Source: an optimization exercise on an open RTL-to-GDS flow (aim: small area, a short achievable clock period and few clock cycles per item). Production flows keep margins and buffers that such runs may drop.
In this exercise RTL edits were held to simulation tests only and were not proved equivalent to the original.

==> flow/design.v, too long to show whole: its modules and the start of the top module <==
// module hijri_date_from_day_number: 275 lines
// module hijri_sub: 232 lines
// module hijri_est: 285 lines
// module hijri_z3: 464 lines
// module hijri_z4: 191 lines
module hijri_date_from_day_number (
  input  logic                clk,
  input  logic                rst,
  input  logic                cfg_valid,
  output logic                cfg_ready,
  input  logic [21:0]     epoch_day_number,
  input  logic                in_valid,
  output logic                in_stall,
  input  logic [21:0]     julian_day_number,
  output logic                out_valid,
  input  logic                out_stall,
  output logic [4:0]    hijri_day,
  output logic [3:0]  hijri_month,
  output logic [13:0]   hijri_year,
  output logic                leap_year_flag,
  output logic                status_code
);
  // ...
==> flow/flow/run.sh <==
#!/bin/bash
# Standard layout, with every port buffered by a buf_1 instead of the default
# buffer cell. Each tool's output goes to a log file in this folder.
set -e
cp standard.sh standard_sh.txt
export BUFFER_PORTS_ARGS="-buffer_cell sky130_fd_sc_hd__buf_1"
bash standard.sh > standard.log 2>&1
==> flow/standard.sh <==
#!/bin/bash
# synth_recipe.tcl (not shown) runs the flow's synth.tcl, then flattens the netlist and writes it again
# the make line also repeats each setting of config.mk as NAME=value (left out here)
make -C /OpenROAD-flow-scripts/flow DESIGN_CONFIG=/design/flow/config.mk WORK_HOME=/design/flow/orfs CLKGATE_MAP_FILE= SYNTH_SCRIPT=/design/flow/synth_recipe.tcl "${@:-finish}"
==> flow/config.mk <==
export PLATFORM = sky130hd
export DESIGN_NAME = hijri_date_from_day_number
export DESIGN_NICKNAME = hijri_date_from_day_number
export VERILOG_FILES = /design/flow/design.v
export SDC_FILE = /design/flow/constraint.sdc
export NUM_CORES = 4
export LEC_CHECK = 0
export CAP_MARGIN = 20
export CORE_MARGIN = 2
export CORE_UTILIZATION = 40
export CTS_BUF_LIST = sky130_fd_sc_hd__clkbuf_4 sky130_fd_sc_hd__clkbuf_8
export SETUP_SLACK_MARGIN = 2.5
export SLEW_MARGIN = 20
==> flow/constraint.sdc <==
create_clock -name core_clock -period 7.5 [get_ports {clk}]
set_input_delay 1.5000 -clock core_clock [delete_from_list [all_inputs] [get_ports {clk}]]
set_output_delay 1.5000 -clock core_clock [all_outputs]
set_load 0.01 [all_outputs]
==> insert_results.sql, run 1 <==
INSERT INTO impl_metrics (metric_group, metric, value, unit) VALUES
('logic_synthesis', 'summed_instance_area_of_the_synthesized_netlist', '12900', 'um2'),
('global_route', 'largest_net_degree_at_the_start_of_global_routing', '78', ''),
('worst_hold_path', 'worstHoldPathCells', '0', ''),
('clock_tree', 'ctsLongestPathBuffers', '2', ''),
('clock_tree', 'cts_repair_resized_insts', '0', ''),
('sta', 'timing.final.crit_period', '4.50', 'ns'),
('finish', 'reg_top3', 'epoch (22), s1_d (22)', ''),
('drt', 'avgViaCountPerCell', '4.84', ''),
('finish', 'multiInputGateArea', '7150', 'um2'),
('place', 'place.gp.congestion', '0.862', ''),
('floorplan', 'tap_cells', '402', ''),
('finish', 'nNonClkBuffers', '80', ''),
('clock_tree', 'cts_hold_repair.buffers', '0', ''),
('worst_setup_path', 'timing_worst_setup_path_type', 'register to register', ''),
('worst_setup_path', 'crit_path_max_fanout', '12', ''),
('place', 'port-buffer-count', '75', ''),
('finish', 'layout.non_clock_inverters', '238', ''),
('floorplan', 'boundaryPins', '77', ''),
('finish', 'seq_cell_count', '171', ''),
('global_route', 'global_route_wire_length_before_repair', '39000', 'um'),
('sta', 'final-max-slew-violation-count', '0', ''),
('worst_setup_path', 'reg2reg_launch_point', 's3_ai[0]$_DFFE_PN_', ''),
('logic_synthesis', 'netlist_top_cells_area', 'edfxtp_1, fa_1, ha_1', ''),
('drt', 'maxUsedRoutingLayer', 'met4', ''),
('logic_synthesis', 'syn_area_per_cell', '11.0', 'um2'),
('drt', 'detail_route.drc_violations', '0', ''),
('logic_synthesis', 'postSynthNetCount', '1485', ''),
('floorplan', 'die_h', '184', 'um'),
('logic_synthesis', 'synth_xor_area_frac', '0.0513', ''),
('logic_synthesis', 'synthAdderAreaFrac', '0.315', ''),
('run_status', 'status', 'timing/DRC/antenna clean', '');
Testbench counts, summed over its fixed seeds: cycles 16,040, items 16,000.
==> run 2: changes to the inputs <==
--- a/flow/config.mk
+++ b/flow/config.mk
@@ -9,5 +9,5 @@
 export CORE_MARGIN = 2
 export CORE_UTILIZATION = 40
 export CTS_BUF_LIST = sky130_fd_sc_hd__clkbuf_4 sky130_fd_sc_hd__clkbuf_8
-export SETUP_SLACK_MARGIN = 2.5
+export SETUP_SLACK_MARGIN = 3.5
 export SLEW_MARGIN = 20
==> insert_results.sql, run 2 <==
INSERT INTO impl_metrics (metric_group, metric, value, unit) VALUES
('worst_setup_path', 'cp_data_arrival_time', '4.16', 'ns'),
('logic_synthesis', 'asyncSetResetFlopFracSynth', '0', ''),
('drt', 'via_count', '8421', ''),
('floorplan', 'placeableCoreArea', '31700', 'um2'),
('sta', 'fin_skew', '0.0163', 'ns'),
('sta', 'totalNegativeSetupSlack', '0', 'ns'),
('clock_tree', 'cts_made_buffers', '17', ''),
('floorplan', 'initial_utilization', '0.408', ''),
('sta', 'part_of_the_cycle_the_worst_path_needs', '0.523', ''),
('global_route', 'global_route_wire_length_before_repair', '41300', 'um'),
('logic_synthesis', 'post-synth-top-area-cell', 'edfxtp_1', ''),
('worst_setup_path', 'largest_incremental_delay_on_the_critical_path', '0.56', 'ns'),
('worst_setup_path', 'required', '7.73', 'ns'),
('floorplan', 'placementRows', '65', ''),
('floorplan', 'fp.dieW', '184', 'um'),
('sta', 'grt_setup_unrepaired', 'true', ''),
('logic_synthesis', 'yosys-top-cells-count', 'inv_1, ha_1, edfxtp_1', ''),
('drt', 'drt-initial-drc-count', '503', ''),
('logic_synthesis', 'yosys_warning_total', '1', ''),
('run', 'timing.max_cap.violations', '0', ''),
('sta', 'setup-violations-final', '0', ''),
('logic_synthesis', 'post_synth_num_cell_types', '70', ''),
('clock_tree', 'h-tree-depth', '4', ''),
('finish', 'layout.cells.most_common', 'inv_1', ''),
('finish', 'layout.nets', '1618', ''),
('logic_synthesis', 'synth_top_area_frac', '0.334', ''),
('sta', 'final-hold-violation-count', '0', ''),
('place', 'port-buffer-count', '75', ''),
('logic_synthesis', 'synth_flop_cell', 'edfxtp_1', ''),
('worst_setup_path', 'crit_path_max_fanout', '2', ''),
('place', 'place.gp.congestion', '0.850', ''),
('sta', 'worst_margin_pin_slew', '0.954', 'ns'),
('clock_tree', 'clock_tree_from_tritoncts', 'built', ''),
('drt', 'detailedRoute.firstPassIterationCount', '7', ''),
('global_route', 'track_usage', '0.155', ''),
('logic_synthesis', 'most_frequent_cell_after_synthesis', 'inv_1', ''),
('drt', 'avgViaCountPerCell', '4.89', ''),
('worst_setup_path', 'critPathLaunchType', 'register', ''),
('logic_synthesis', 'synth_seq_area_share', '0.376', ''),
('clock_tree', 'clock_tree.root_cell', 'clkbuf_8', ''),
('finish', 'fraction_of_layout_cells_with_a_size_suffix_above_1', '0.108', ''),
('worst_setup_path', 'cp_common_cell', 'fa_1', ''),
('worst_setup_path', 'timing_worst_setup_path_type', 'register to register', ''),
('run_status', 'status', 'timing/DRC/antenna clean', ''),
('drt', 'detail_route.drc_violations', '0', ''),
('logic_synthesis', 'syn_area_per_cell', '11.0', 'um2'),
('worst_hold_path', 'holdCritPathClass', 'register to register', ''),
('finish', 'layout.cells.most_common_list', 'inv_1, ha_1, edfxtp_1', ''),
('finish', 'fin_area', '14700', 'um2'),
('global_route', 'largest_net_degree_at_the_start_of_global_routing', '75', ''),
('worst_setup_path', 'worstPathCellList', 'fa_1, inv_1, fa_1, inv_2, fa_1, ha_4, inv_2, fa_1, o21bai_1, a21oi_1, o21bai_1, a21o_1, a211oi_2, o21ai_2', ''),
('global_route', 'gr-total-overflow', '0', ''),
('logic_synthesis', 'postSynthNetCount', '1485', ''),
('worst_setup_path', 'cp_slowest_cell', 'fa_1', ''),
('sta', 'maxSlewHeadroom', '0.364', ''),
('floorplan', 'fp.dieArea', '33800', 'um2'),
('worst_setup_path', 'end_kind', 'register', ''),
('finish', 'multiInputGateArea', '7370', 'um2'),
('logic_synthesis', 'number_of_register_bits_inferred_by_synthesis', '171', ''),
('global_route', 'initial_antenna_violation_count', '0', ''),
('drt', 'finalWirelength', '24800', 'um'),
('logic_synthesis', 'netlist_top_cells_area', 'edfxtp_1, fa_1, ha_1', ''),
('finish', 'regArea', '4860', 'um2'),
('sta', 'timing.final.crit_period', '3.92', 'ns'),
('place', 'dp_hpwl', '18200', 'um'),
('clock_tree', 'worst_setup_hold_path_clk_slew', '0.10', 'ns'),
('finish', 'diodes', '0', ''),
('floorplan', 'die_h', '184', 'um'),
('clock_tree', 'clkLatencyLatePin', '0.49', 'ns'),
('sta', 'final-max-slew-violation-count', '0', ''),
('logic_synthesis', 'summed_instance_area_of_the_synthesized_netlist', '12900', 'um2'),
('clock_tree', 'clock_sink_count', '171', ''),
('logic_synthesis', 'mapped_cells', '1175', ''),
('global_route', 'first_global_vias', '8461', ''),
('place', 'dpl_cell_area', '13700', 'um2'),
('sta', 'max_clk_rate', '0.255', 'GHz'),
('finish', 'layout-area-overhead-vs-synth', '13.7', '%'),
('logic_synthesis', 'synth-edff-count', '144', ''),
('floorplan', 'boundaryPins', '77', ''),
('clock_tree', 'ctsLongestPathBuffers', '2', ''),
('finish', 'fillers', '2950', ''),
('drt', 'wl_per_cell', '14.4', 'um'),
('drt', 'detail-route-antenna-nets', '0', ''),
('finish', 'reg_top3', 'epoch (22), s1_d (22)', '');
[run 2: cell counts after synthesis]
Identical to the previous run, type by type.
[run 2: final timing paths]
path	startpoint	cells after the start	slack [ns]	endpoint
worst min-delay path	s3_y1[13]$_DFFE_PN_	0	0.41	s4_y1[13]$_DFFE_PN_
worst max register to register	s2_q[7]$_DFFE_PN_	14	3.58	s3_c2f$_DFFE_PN_
worst min register to register	s3_y1[13]$_DFFE_PN_	0	0.41	s4_y1[13]$_DFFE_PN_
worst max-delay path	s2_q[7]$_DFFE_PN_	14	3.58	s3_c2f$_DFFE_PN_
[run 2: stage by stage]
| stage | worst slack (ns) | utilization | hold slack, ns | instances |
|---|---|---|---|---|
| 2_1_floorplan | 3.63 | - | 0.400 | 1175 |
| 5_1_grt | 3.40 | 0.464 | 0.420 | 1723 |
| 3_3_place_gp | 2.90 | 0.432 | 0.402 | 1640 |
| 6_report | 3.58 | 0.464 | 0.414 | 1723 |
| 4_1_cts | 3.43 | 0.453 | 0.415 | 1696 |
| 3_5_place_dp | 2.74 | 0.432 | 0.405 | 1640 |
[run 2: critical path, delay by kind of cell (launching register included)]
family / cells / cell delay, ns
fa+ha+maj: 5 / 2.23
compound gates: 6 / 0.80
flops: 1 / 0.51
buf+inv: 3 / 0.12
[run 2: cell type report]
class,count,share of cell area
Inverter,238,0.0606
Tap cell,402,0.0341
Multi-Input combinational cell,752,0.500
Clock buffer,17,0.0159
Timing Repair Buffer,128,0.0470
Sequential cell,171,0.330
Clock inverter,15,0.0116
[run 2: cell families (layout without fill, tap and decap cells)]
family                   Yosys count  after routing  share of synthesized area
AO/OA/AOI/OAI                    178            178                     0.0889
XOR/XNOR                          75             75                     0.0513
adder cells (fa/ha/maj)          261            261                      0.315
buffers and inverters            254            398                     0.0740
flip-flops                       171            171                      0.376
multiplexers                      16             16                     0.0133
other                              1              1                   0.000290
AND/OR/NAND/NOR                  219            221                     0.0812
[run 2: repair_timing]
| item | in CTS | in global routing |
|---|---|---|
| buffers inserted | 22 | 27 |
| hold buffers | 0 | 0 |
| pin swaps | 5 | 21 |
| resized for setup | 13 | 37 |
| endpoints found under the setup margin | 29 | 23 |
| gates cloned | 2 | 0 |
[run 2: routing by layer]
layer	up-vias	track usage	share of wire
li1	4201	-	-
met1	3976	0.188	0.43
met2	186	0.276	0.50
met3	58	0.0252	0.031
met4	0	0.0605	0.036
met5	-	0	0
==> run 3: changes to the inputs <==
--- a/flow/config.mk
+++ b/flow/config.mk
@@ -9,5 +9,5 @@
 export CORE_MARGIN = 2
 export CORE_UTILIZATION = 40
 export CTS_BUF_LIST = sky130_fd_sc_hd__clkbuf_4 sky130_fd_sc_hd__clkbuf_8
-export SETUP_SLACK_MARGIN = 3.5
+export SETUP_SLACK_MARGIN = 3.0
 export SLEW_MARGIN = 20
==> insert_results.sql, run 3 <==
INSERT INTO impl_metrics (metric_group, metric, value, unit) VALUES
('run_status', 'status', 'timing/DRC/antenna clean', ''),
('logic_synthesis', 'post-synth-top-area-cell', 'edfxtp_1', ''),
('worst_hold_path', 'min-delay-start', 's3_y1[9]$_DFFE_PN_', ''),
('worst_hold_path', 'worstHoldPathCells', '0', ''),
('logic_synthesis', 'asyncSetResetFlopFracSynth', '0', ''),
('worst_hold_path', 'holdCritPathClass', 'register to register', ''),
('sta', 'maxSlewHeadroom', '0.424', ''),
('place', 'place.gp.congestion', '0.862', ''),
('logic_synthesis', 'number_of_register_bits_inferred_by_synthesis', '171', ''),
('logic_synthesis', 'yosys-top-cells-count', 'inv_1, ha_1, edfxtp_1', ''),
('sta', 'max_clk_rate', '0.235', 'GHz'),
('global_route', 'initial_antenna_violation_count', '0', ''),
('finish', 'layout.cells.most_common_list', 'inv_1, ha_1, edfxtp_1', ''),
('logic_synthesis', 'synth-edff-count', '144', ''),
('worst_hold_path', 'worst_hold_path.endpoint', 's4_y1[9]$_DFFE_PN_', ''),
('worst_setup_path', 'crit_path_max_fanout', '11', ''),
('sta', 'part_of_the_cycle_the_worst_path_needs', '0.567', ''),
('floorplan', 'initial_utilization', '0.408', ''),
('drt', 'detail-route-antenna-nets', '0', ''),
('worst_setup_path', 'cp_data_arrival_time', '4.44', 'ns'),
('clock_tree', 'h-tree-depth', '4', ''),
('finish', 'layout.nets', '1571', ''),
('worst_setup_path', 'critical_path.reg2reg.endpoint', 's3_lp[2]$_DFFE_PN_', ''),
('floorplan', 'die_h', '184', 'um'),
('sta', 'setup-violations-final', '0', ''),
('worst_setup_path', 'cp_slowest_cell', 'fa_1', ''),
('drt', 'drt-initial-drc-count', '284', ''),
('clock_tree', 'clock_tree_from_tritoncts', 'built', ''),
('drt', 'detail_route.drc_violations', '0', ''),
('logic_synthesis', 'post_synth_num_cell_types', '70', ''),
('floorplan', 'fp.dieArea', '33800', 'um2'),
('clock_tree', 'clock_tree.root_cell', 'clkbuf_8', ''),
('logic_synthesis', 'synth_top_area_frac', '0.334', ''),
('clock_tree', 'cts_made_buffers', '17', ''),
('floorplan', 'placementRows', '65', ''),
('finish', 'fraction_of_layout_cells_with_a_size_suffix_above_1', '0.0510', ''),
('sta', 'grt_setup_unrepaired', 'true', ''),
('worst_setup_path', 'worstPathCellList', 'fa_1, fa_1, ha_1, fa_1, inv_1, ha_1, nand2_1, o31ai_1, a21oi_1, nor2_1, a311oi_1, a31oi_1', ''),
('clock_tree', 'ctsLongestPathBuffers', '2', ''),
('finish', 'layout-area-overhead-vs-synth', '9.46', '%'),
('worst_setup_path', 'end_kind', 'register', ''),
('finish', 'layout.cells.most_common', 'inv_1', ''),
('global_route', 'track_usage', '0.145', ''),
('worst_setup_path', 'rr_worst_depth', '12', ''),
('sta', 'worst_hold_slack', '0.416', 'ns'),
('sta', 'timing.final.crit_period', '4.25', 'ns'),
('place', 'port-buffer-count', '75', ''),
('floorplan', 'placeableCoreArea', '31700', 'um2'),
('finish', 'diodes', '0', ''),
('clock_tree', 'cts_hold_repair.buffers', '0', ''),
('run', 'timing.max_cap.violations', '0', ''),
('sta', 'fin_skew', '0.0136', 'ns'),
('drt', 'via_count', '8101', ''),
('logic_synthesis', 'most_frequent_cell_after_synthesis', 'inv_1', ''),
('floorplan', 'boundaryPins', '77', ''),
('place', 'dp_hpwl', '18200', 'um'),
('drt', 'detailedRoute.firstPassIterationCount', '7', ''),
('worst_setup_path', 'r2r_setup_slack', '3.25', 'ns'),
('sta', 'final-max-slew-violation-count', '0', ''),
('global_route', 'first_global_vias', '8325', ''),
('clock_tree', 'worst_setup_hold_path_clk_slew', '0.10', 'ns'),
('finish', 'reg_top3', 'epoch (22), s1_d (22)', ''),
('global_route', 'global_route_wire_length_before_repair', '39100', 'um'),
('sta', 'final_critical_path_setup_slack', '3.25', 'ns'),
('worst_setup_path', 'critPathLaunchType', 'register', ''),
('clock_tree', 'clkLatencyLatePin', '0.48', 'ns'),
('worst_setup_path', 'required', '7.69', 'ns'),
('sta', 'worst_margin_pin_slew', '0.864', 'ns'),
('logic_synthesis', 'netlist_top_cells_area', 'edfxtp_1, fa_1, ha_1', ''),
('floorplan', 'fp.dieW', '184', 'um'),
('drt', 'finalWirelength', '22800', 'um'),
('logic_synthesis', 'postSynthNetCount', '1485', ''),
('global_route', 'largest_net_degree_at_the_start_of_global_routing', '78', ''),
('logic_synthesis', 'summed_instance_area_of_the_synthesized_netlist', '12900', 'um2'),
('drt', 'avgViaCountPerCell', '4.83', ''),
('drt', 'wl_per_cell', '13.6', 'um'),
('global_route', 'gr-total-overflow', '0', ''),
('worst_setup_path', 'reg2reg_launch_point', 's2_q[9]$_DFFE_PN_', ''),
('worst_setup_path', 'largest_incremental_delay_on_the_critical_path', '0.73', 'ns'),
('logic_synthesis', 'yosys_warning_total', '1', ''),
('logic_synthesis', 'mapped_cells', '1175', ''),
('place', 'place_worst_setup_slack', '2.77', 'ns'),
('clock_tree', 'clock_sink_count', '171', ''),
('sta', 'final-hold-violation-count', '0', ''),
('worst_setup_path', 'timing_worst_setup_path_type', 'register to register', ''),
('logic_synthesis', 'syn_area_per_cell', '11.0', 'um2'),
('logic_synthesis', 'synth_flop_cell', 'edfxtp_1', ''),
('logic_synthesis', 'synth_seq_area_share', '0.376', ''),
('sta', 'totalNegativeSetupSlack', '0', 'ns'),
('worst_setup_path', 'cp_common_cell', 'fa_1', '');
run 3: cell counts after synthesis:
Identical to the previous run, type by type.
run 3: layout make-up:
type / instances / area [um2]
multi-input cells: 750 / 7180
inverters: 238 / 893
repair buffers: 83 / 342
clock buffers: 17 / 234
fillers: 2990 / 17500
well taps: 402 / 503
clock inverters: 15 / 155
flip-flops and latches: 171 / 4860
run 3: how the worst max path moves through the flow:
stage                                    end          startpoint  slack (ns)
after CTS                  s4_leap$_DFFE_PN_  s3_ai[0]$_DFFE_PN_        3.07
after floorplan                     in_stall           out_stall        3.15
after global placement     s4_leap$_DFFE_PN_  s3_ai[0]$_DFFE_PN_        2.87
after detailed placement   s4_leap$_DFFE_PN_  s3_ai[0]$_DFFE_PN_        2.77
after global routing       s4_leap$_DFFE_PN_  s3_ai[0]$_DFFE_PN_        2.95
final                     s3_lp[2]$_DFFE_PN_   s2_q[9]$_DFFE_PN_        3.25
run 3: cells by family after synthesis:
kind of cell	count (synthesis)	synth area share
AOI/OAI and AO/OA	178	0.0889
and+or+nand+nor	219	0.0812
xor gates and xnor gates	75	0.0513
buffers and inverters	254	0.0740
DFF	171	0.376
other	1	0.000290
muxes	16	0.0133
adders and majority gates	261	0.315
run 3: timing repair:
action | in CTS | in global routing
pin swaps | 1 | 0
endpoints found under the hold margin | 0 | 0
endpoints found under the setup margin | 6 | 10
buffers inserted | 0 | 3
gates resized for setup | 2 | 4
run 3: through the flow:
step,utilization,cells,area (um2)
final,0.447,1676,14200
after global routing,0.447,1676,14200
after CTS,0.446,1673,14100
after detailed placement,0.433,1641,13700
after global placement,0.433,1641,13700
after floorplan,-,1175,13000
run 3: metal layers:
metal	track usage	wire (um)	up-vias
li1	-	-	4098
met1	0.173	10000	3826
met2	0.263	11500	146
met3	0.0281	804	31
met4	0.0474	419	0
met5	0	0	-
run 3: worst max-delay path: cells and delay by family, from the launching register on:
family	cells	cell delay, ns
compound gates	4	0.65
fa+ha+maj	5	2.28
buf+inv	1	0.20
flops	1	0.70
simple gates	2	0.11

[re-timing with driven ports]
How much do the figures lean on ideal ports? The routed layouts below were timed once more, with nothing changed but the port constraints. Step 1 assumes that a clkbuf_16 drives the clock port and a buf_2 every other input. Step 2 moves the port delays by t, midway between the first and last clock arrival at a register: inputs arrive t later, outputs are due t later. That takes back most of the time a late clock gives input paths. a / b / c = ideal ports / drivers / drivers and shift; a / b = the first two.
run | shift t [ns] | slack for setup (ns) | hold slack, ns | latest minus earliest clock arrival (ns)
run 1 | 0.519 | 3.003 / 3.003 / 3.003 | 0.416 / 0.416 / 0.416 | 0.013 / 0.012
run 2 | 0.522 | 3.575 / 3.565 / 3.376 | 0.414 / 0.414 / 0.414 | 0.017 / 0.017
run 3 | 0.517 | 3.247 / 3.247 / 3.247 | 0.416 / 0.416 / 0.416 | 0.014 / 0.014
After both steps setup and hold are still met in every run listed. For run 2, which loses most, drivers alone change the setup slack by -0.010 ns; drivers and shift together by -0.199 ns.
